This design comes from an exercise in tuning for small area, a short achievable clock period and few clock cycles per item on the open sky130 flow, not from production work. Where RTL was checked, it was by simulation tests only, not by an equivalence proof against the original. No activity file was given, so power comes from the tool's default toggle rates.

== job 7108 ==
==> flow/design.v <==
`default_nettype none
module md_block_padder (
  input  wire logic        clk,
  input  wire logic        rst_n,
  input  wire logic        in_tvalid,
  output logic             in_tready,
  input  wire logic [7:0]  in_tdata,    
  input  wire logic [0:0]  in_tuser,    
  input  wire logic        in_tlast,    
  output logic             out_tvalid,
  input  wire logic        out_tready,
  output logic [39:0]      out_tdata,   
  output logic [0:0]       out_tuser,   
  output logic             out_tlast,   
  input  wire logic        cfg_valid,
  output logic             cfg_ready,
  input  wire logic [0:0]  cfg_data     
);
  localparam logic [1:0] BLK_DATA = 2'd0;   
  localparam logic [1:0] BLK_PAD  = 2'd1;   
  localparam logic [1:0] BLK_MARK = 2'd2;   
  localparam logic [1:0] BLK_LEN  = 2'd3;   
  logic [7:0]  mem [64];
  logic [5:0]  fill_r;      
  logic [54:0] blk_r;       
  logic        binc_r;      
  logic [3:0]  bcy_r;       
  logic        pend_r;      
  logic        job_r;       
  logic [1:0]  jt_r;        
  logic [5:0]  lim_r;       
  logic        jlast_r;     
  logic        jfol_r;      
  logic        jdat_r;      
  logic [3:0]  rp_r;        
  logic [15:0] rh_r;        
  logic [3:0]  wl_r;        
  logic [15:0] ww_r;        
  logic        len_be_r;
  logic        rdy_r;       
  logic        ov_r;
  logic [31:0] od_r;
  logic [3:0]  oi_r;
  logic        ou_r;
  logic        ol_r;
  logic        acc, wr, tl, load;
  logic [5:0]  fill_n1, n_end;
  logic [31:0] word_nxt;
  logic [63:0] bits;
  logic [31:0] len_w;
  logic [31:0] mword;
  logic [3:0]  den, mk;
  logic        ov_n, pend_n, job_n, jlast_n, jfol_n, jdat_n, blk_clr, blk_inc;
  logic [1:0]  jt_n;
  logic [5:0]  fill_n, lim_n;
  logic [3:0]  rp_n;
  logic [15:0] rh_n, ww_n;
  logic [3:0]  wl_n;
  logic        rdy_n;
  assign cfg_ready = 1'b1;
  assign in_tready = rdy_r;
  assign acc       = in_tvalid && rdy_r;
  assign wr        = acc && in_tuser[0];
  assign tl        = acc && in_tlast;
  assign fill_n1   = fill_r + 6'd1;
  assign n_end     = wr ? fill_n1 : fill_r;
  assign load      = job_r && (!ov_r || out_tready);
  assign bits = {blk_r, lim_r, 3'b000};
  always_comb begin
    logic [3:0] ls;
    logic       le;
    le = (jt_r == BLK_PAD) || (jt_r == BLK_LEN);
    ls = {rh_r[15] && len_be_r, rh_r[14] && len_be_r, rh_r[15] && !len_be_r, rh_r[14] && !len_be_r} &
         {4{le}};
    for (int b = 0; b < 4; b++) begin
      len_w[8*b +: 8] = (bits[8*b +: 8] & {8{ls[0]}}) | (bits[8*(4+b) +: 8] & {8{ls[1]}}) |
                        (bits[8*(7-b) +: 8] & {8{ls[2]}}) | (bits[8*(3-b) +: 8] & {8{ls[3]}});
    end
  end
  always_comb begin
    logic [5:0] pos;
    mword = '0;
    for (int p = 0; p < 64; p++) begin
      mword[8*(p%4) +: 8] = mword[8*(p%4) +: 8] | (mem[p] & {8{rh_r[p/4]}});
    end
    for (int l = 0; l < 4; l++) begin
      pos    = {rp_r, 2'(l)};
      den[l] = (jt_r == BLK_DATA) || ((jt_r != BLK_LEN) && (pos < lim_r));
      mk[l]  = ((jt_r == BLK_PAD) || (jt_r == BLK_MARK)) && (pos == lim_r);
    end
  end
  always_comb begin
    for (int l = 0; l < 4; l++) begin
      word_nxt[8*l +: 8] = (mword[8*l +: 8] & {8{den[l]}}) | {mk[l], 7'd0};
    end
    word_nxt = word_nxt | len_w;
  end
  always_comb begin
    ov_n    = load || (ov_r && !out_tready);
    pend_n  = pend_r;
    job_n   = job_r;
    jt_n    = jt_r;
    lim_n   = lim_r;
    jlast_n = jlast_r;
    jfol_n  = jfol_r;
    jdat_n  = jdat_r;
    rp_n    = rp_r;
    rh_n    = rh_r;
    fill_n  = fill_r;
    blk_clr = 1'b0;
    blk_inc = 1'b0;
    if (load) begin
      rp_n = rp_r + 4'd1;
      rh_n = {rh_r[14:0], rh_r[15]};
      if (rp_r == 4'd15) begin
        if (jfol_r) begin
          jt_n    = (jt_r == BLK_DATA) ? BLK_PAD : BLK_LEN;
          if (jt_r == BLK_DATA) lim_n = '0;
          jlast_n = 1'b1;
          jfol_n  = 1'b0;
          jdat_n  = 1'b0;
        end else begin
          job_n = 1'b0;
          if ((jt_r == BLK_PAD) || (jt_r == BLK_LEN)) blk_clr = 1'b1;
        end
      end
    end
    if (pend_r && !job_r) begin
      pend_n  = 1'b0;
      job_n   = 1'b1;
      jt_n    = (fill_r[5:3] == 3'd7) ? BLK_MARK : BLK_PAD;
      lim_n   = fill_r;
      jlast_n = (fill_r[5:3] != 3'd7);
      jfol_n  = (fill_r[5:3] == 3'd7);
      jdat_n  = (fill_r != 6'd0);
      fill_n  = '0;
    end
    if (acc) begin
      if (wr) fill_n = fill_n1;
      if (wr && (fill_r == 6'd63)) begin
        blk_inc = 1'b1;
        job_n   = 1'b1;
        jt_n    = BLK_DATA;
        jlast_n = !in_tlast;
        jfol_n  = in_tlast;
        jdat_n  = 1'b1;
      end else if (tl) begin
        if (job_r) begin
          pend_n = 1'b1;
        end else begin
          job_n   = 1'b1;
          jt_n    = (n_end[5:3] == 3'd7) ? BLK_MARK : BLK_PAD;
          lim_n   = n_end;
          jlast_n = (n_end[5:3] != 3'd7);
          jfol_n  = (n_end[5:3] == 3'd7);
          jdat_n  = (n_end != 6'd0);
          fill_n  = '0;
        end
      end
    end
  end
  always_comb begin
    logic x_lt, x_eq, x_m1, x_p1;   
    logic ld, ov1, ws, nj, j1, d1, hz, full;
    logic [1:0] ro;                 
    x_lt = rp_r < fill_r[5:2];
    x_eq = rp_r == fill_r[5:2];
    x_m1 = (rp_r + 4'd1) == fill_r[5:2];
    x_p1 = rp_r == (fill_r[5:2] + 4'd1);
    ws   = wr && (fill_r[1:0] == 2'd3);
    nj   = (wr && (fill_r == 6'd63)) || ((tl || pend_r) && !job_r);
    full = wr ? (fill_r == 6'd62) : (fill_r == 6'd63);
    for (int o = 0; o < 2; o++) begin
      ld  = job_r && (!ov_r || (o == 1));
      ov1 = ld || (ov_r && (o == 0));
      j1  = job_r && !(ld && (rp_r == 4'd15) && !jfol_r);
      d1  = jdat_r && !(ld && (rp_r == 4'd15) && jfol_r);
      case ({ld, ws})
        2'b10:   hz = (x_lt && !x_m1) || (x_m1 && ov1);
        2'b01:   hz = x_lt || x_eq || (x_p1 && ov1);
        default: hz = x_lt || (x_eq && ov1);
      endcase
      if (nj)
        ro[o] = !ov1;
      else
        ro[o] = !(pend_r || (tl && job_r)) && !(j1 && ((d1 && hz) || full));
    end
    rdy_n = out_tready ? ro[1] : ro[0];
  end
  always_comb begin
    wl_n = wl_r;
    ww_n = ww_r;
    if (wr) begin
      wl_n = {wl_r[2:0], wl_r[3]};
      if (wl_r[3]) ww_n = {ww_r[14:0], ww_r[15]};
    end
    if ((pend_r || tl) && !job_r && !(wr && (fill_r == 6'd63))) begin
      wl_n = 4'd1;
      ww_n = 16'd1;
    end
  end
  always_ff @(posedge clk) begin
    for (int p = 0; p < 64; p++) begin
      if (wr && ww_r[p/4] && wl_r[p%4]) mem[p] <= in_tdata;
    end
  end
  always_ff @(posedge clk) begin
    if (load) begin
      od_r <= word_nxt;
      oi_r <= rp_r;
      ou_r <= (jt_r == BLK_PAD) || (jt_r == BLK_LEN);
      ol_r <= jlast_r && rh_r[15];
    end
  end
  always_ff @(posedge clk) begin
    if (!rst_n) begin
      ov_r     <= 1'b0;
      fill_r   <= '0;
      blk_r    <= '0;
      binc_r   <= 1'b0;
      bcy_r    <= '0;
      pend_r   <= 1'b0;
      job_r    <= 1'b0;
      jt_r     <= BLK_DATA;
      lim_r    <= '0;
      jlast_r  <= 1'b0;
      jfol_r   <= 1'b0;
      jdat_r   <= 1'b0;
      rp_r     <= '0;
      rh_r     <= 16'd1;
      wl_r     <= 4'd1;
      ww_r     <= 16'd1;
      rdy_r    <= 1'b0;
      len_be_r <= 1'b0;
    end else begin
      if (cfg_valid) len_be_r <= cfg_data[0];
      ov_r    <= ov_n;
      fill_r  <= fill_n;
      pend_r  <= pend_n;
      job_r   <= job_n;
      jt_r    <= jt_n;
      lim_r   <= lim_n;
      jlast_r <= jlast_n;
      jfol_r  <= jfol_n;
      jdat_r  <= jdat_n;
      rp_r    <= rp_n;
      rh_r    <= rh_n;
      wl_r    <= wl_n;
      ww_r    <= ww_n;
      rdy_r   <= rdy_n;
      binc_r <= blk_inc;
      if (blk_clr) begin
        blk_r <= '0;
        bcy_r <= '0;
      end else begin
        for (int k = 0; k < 5; k++) begin
          if ((k == 0) ? binc_r : bcy_r[k-1]) blk_r[11*k +: 11] <= blk_r[11*k +: 11] + 11'd1;
        end
        for (int k = 0; k < 4; k++) begin
          bcy_r[k] <= ((k == 0) ? binc_r : bcy_r[k-1]) && (&blk_r[11*k +: 11]);
        end
      end
    end
  end
  assign out_tvalid = ov_r;
  assign out_tdata  = {4'h0, oi_r, od_r};
  assign out_tuser  = ou_r;
  assign out_tlast  = ol_r;
endmodule
`default_nettype wire
clock: 5.0 ns
lec_check: 0
cap_margin: 20
core_margin: 2
core_utilization: 40
setup_slack_margin: 2.9
slew_margin: 20
standard.sh (not shown) runs the stock make flow with config.mk's settings and CLKGATE_MAP_FILE= SYNTH_SCRIPT=/design/flow/synth_recipe.tcl, a recipe that flattens the netlist after the stock synthesis.
==> flow/flow/run.sh <==
#!/bin/bash
# The standard layout (standard.sh: the ORFS run, standard synthesis
# unchanged), with these changes: the port buffers are buf_4 cells instead of
# the delay cells buffer_ports picks by default, the resizer may swap a cell
# for one of another footprint, and clock tree synthesis makes larger sink
# clusters (fewer clock buffers) and adds no dummy loads.
# make's full output goes to flow_make.log.
set -euo pipefail
bash standard.sh MATCH_CELL_FOOTPRINT=0 \
  'BUFFER_PORTS_ARGS=-buffer_cell sky130_fd_sc_hd__buf_4' \
  'CTS_ARGS=-sink_clustering_enable -repair_clock_nets -dont_use_dummy_load -sink_clustering_size 24 -sink_clustering_max_diameter 80' \
  finish > flow_make.log 2>&1
test -f out/final.def
### job 7108 -> job 2382
-- flow/design.v --
<<< job 7108, line 48
  logic [31:0] word_nxt;
  logic [63:0] bits;
  logic [31:0] len_w;
  logic [31:0] mword;
  logic [3:0]  den, mk;
>>> job 2382, line 48
  logic [31:0] word_nxt;
  logic [63:0] bits;
  logic [31:0] len_lo, len_hi;
  logic [31:0] mword;
  logic [3:0]  den, mk;
<<< job 7108, line 68
  assign bits = {blk_r, lim_r, 3'b000};
  always_comb begin
    logic [3:0] ls;
    logic       le;
    le = (jt_r == BLK_PAD) || (jt_r == BLK_LEN);
    ls = {rh_r[15] && len_be_r, rh_r[14] && len_be_r, rh_r[15] && !len_be_r, rh_r[14] && !len_be_r} &
         {4{le}};
    for (int b = 0; b < 4; b++) begin
      len_w[8*b +: 8] = (bits[8*b +: 8] & {8{ls[0]}}) | (bits[8*(4+b) +: 8] & {8{ls[1]}}) |
                        (bits[8*(7-b) +: 8] & {8{ls[2]}}) | (bits[8*(3-b) +: 8] & {8{ls[3]}});
    end
  end
>>> job 2382, line 68
  assign bits = {blk_r, lim_r, 3'b000};
  always_comb begin
    for (int b = 0; b < 4; b++) begin
      len_lo[8*b +: 8] = len_be_r ? bits[8*(7-b) +: 8] : bits[8*b +: 8];
      len_hi[8*b +: 8] = len_be_r ? bits[8*(3-b) +: 8] : bits[8*(4+b) +: 8];
    end
  end
<<< job 7108, line 94
      word_nxt[8*l +: 8] = (mword[8*l +: 8] & {8{den[l]}}) | {mk[l], 7'd0};
    end
    word_nxt = word_nxt | len_w;
  end
  always_comb begin
>>> job 2382, line 89
      word_nxt[8*l +: 8] = (mword[8*l +: 8] & {8{den[l]}}) | {mk[l], 7'd0};
    end
    if ((jt_r == BLK_PAD) || (jt_r == BLK_LEN)) begin
      word_nxt = word_nxt | (len_lo & {32{rh_r[14]}}) | (len_hi & {32{rh_r[15]}});
    end
  end
  always_comb begin
In the flow results for job 7108 and job 2382, the sequential share of the synthesized area is smaller on job 2382.
Summary of job 2382 over job 7108: CTS buffer count has decreased; global-route wire length before repair climbed 3.4 mm; switching part of the total now sits higher; proportion of layout cells with a drive suffix above 1 lower; relative contribution of sequential cells to total power has increased.
On number of rows created at floorplan: job 2382 sits above job 7108.
Comparing job 7108 and job 2382, total non-filler cell area in the finished layout is lower on job 2382.
Job 2382 — area of the mapped netlist 510 um^2 higher, job 7108 as reference
Testbench counts of job 2382, summed over its fixed seeds: cycles 36,349, bytes 33,373.
For job 7108, only the layout was checked, not whether the RTL still works.

==> static timing again, ports no longer ideal <==
Ports are ideal in the flow. The routed layouts listed here were re-timed in OpenROAD.
Step 1 assumes that a clkbuf_16 drives the clock port and a buf_2 every other input.
Step 2 moves the port delays by t, midway between the first and last clock arrival at a register: inputs arrive t later, outputs are due t later. That takes back most of the time a late clock gives input paths.
Three values: no drivers, after step 1, after step 2; two values: the first two.
run | t, ns | setup WS [ns] | slew at the worst register clock pin (ns) | worst slew at a driven data input, ns
job 7108 | 0.624 | 2.837 / 2.776 / 2.288 | 0.10 / 0.10 | 0.04
job 2382 | 0.625 | 2.833 / 2.771 / 2.332 | 0.10 / 0.10 | 0.05
After both steps every run listed still meets setup and hold. The setup slack of job 7108, which loses most, moves by -0.061 ns with the drivers and by -0.549 ns with both steps.
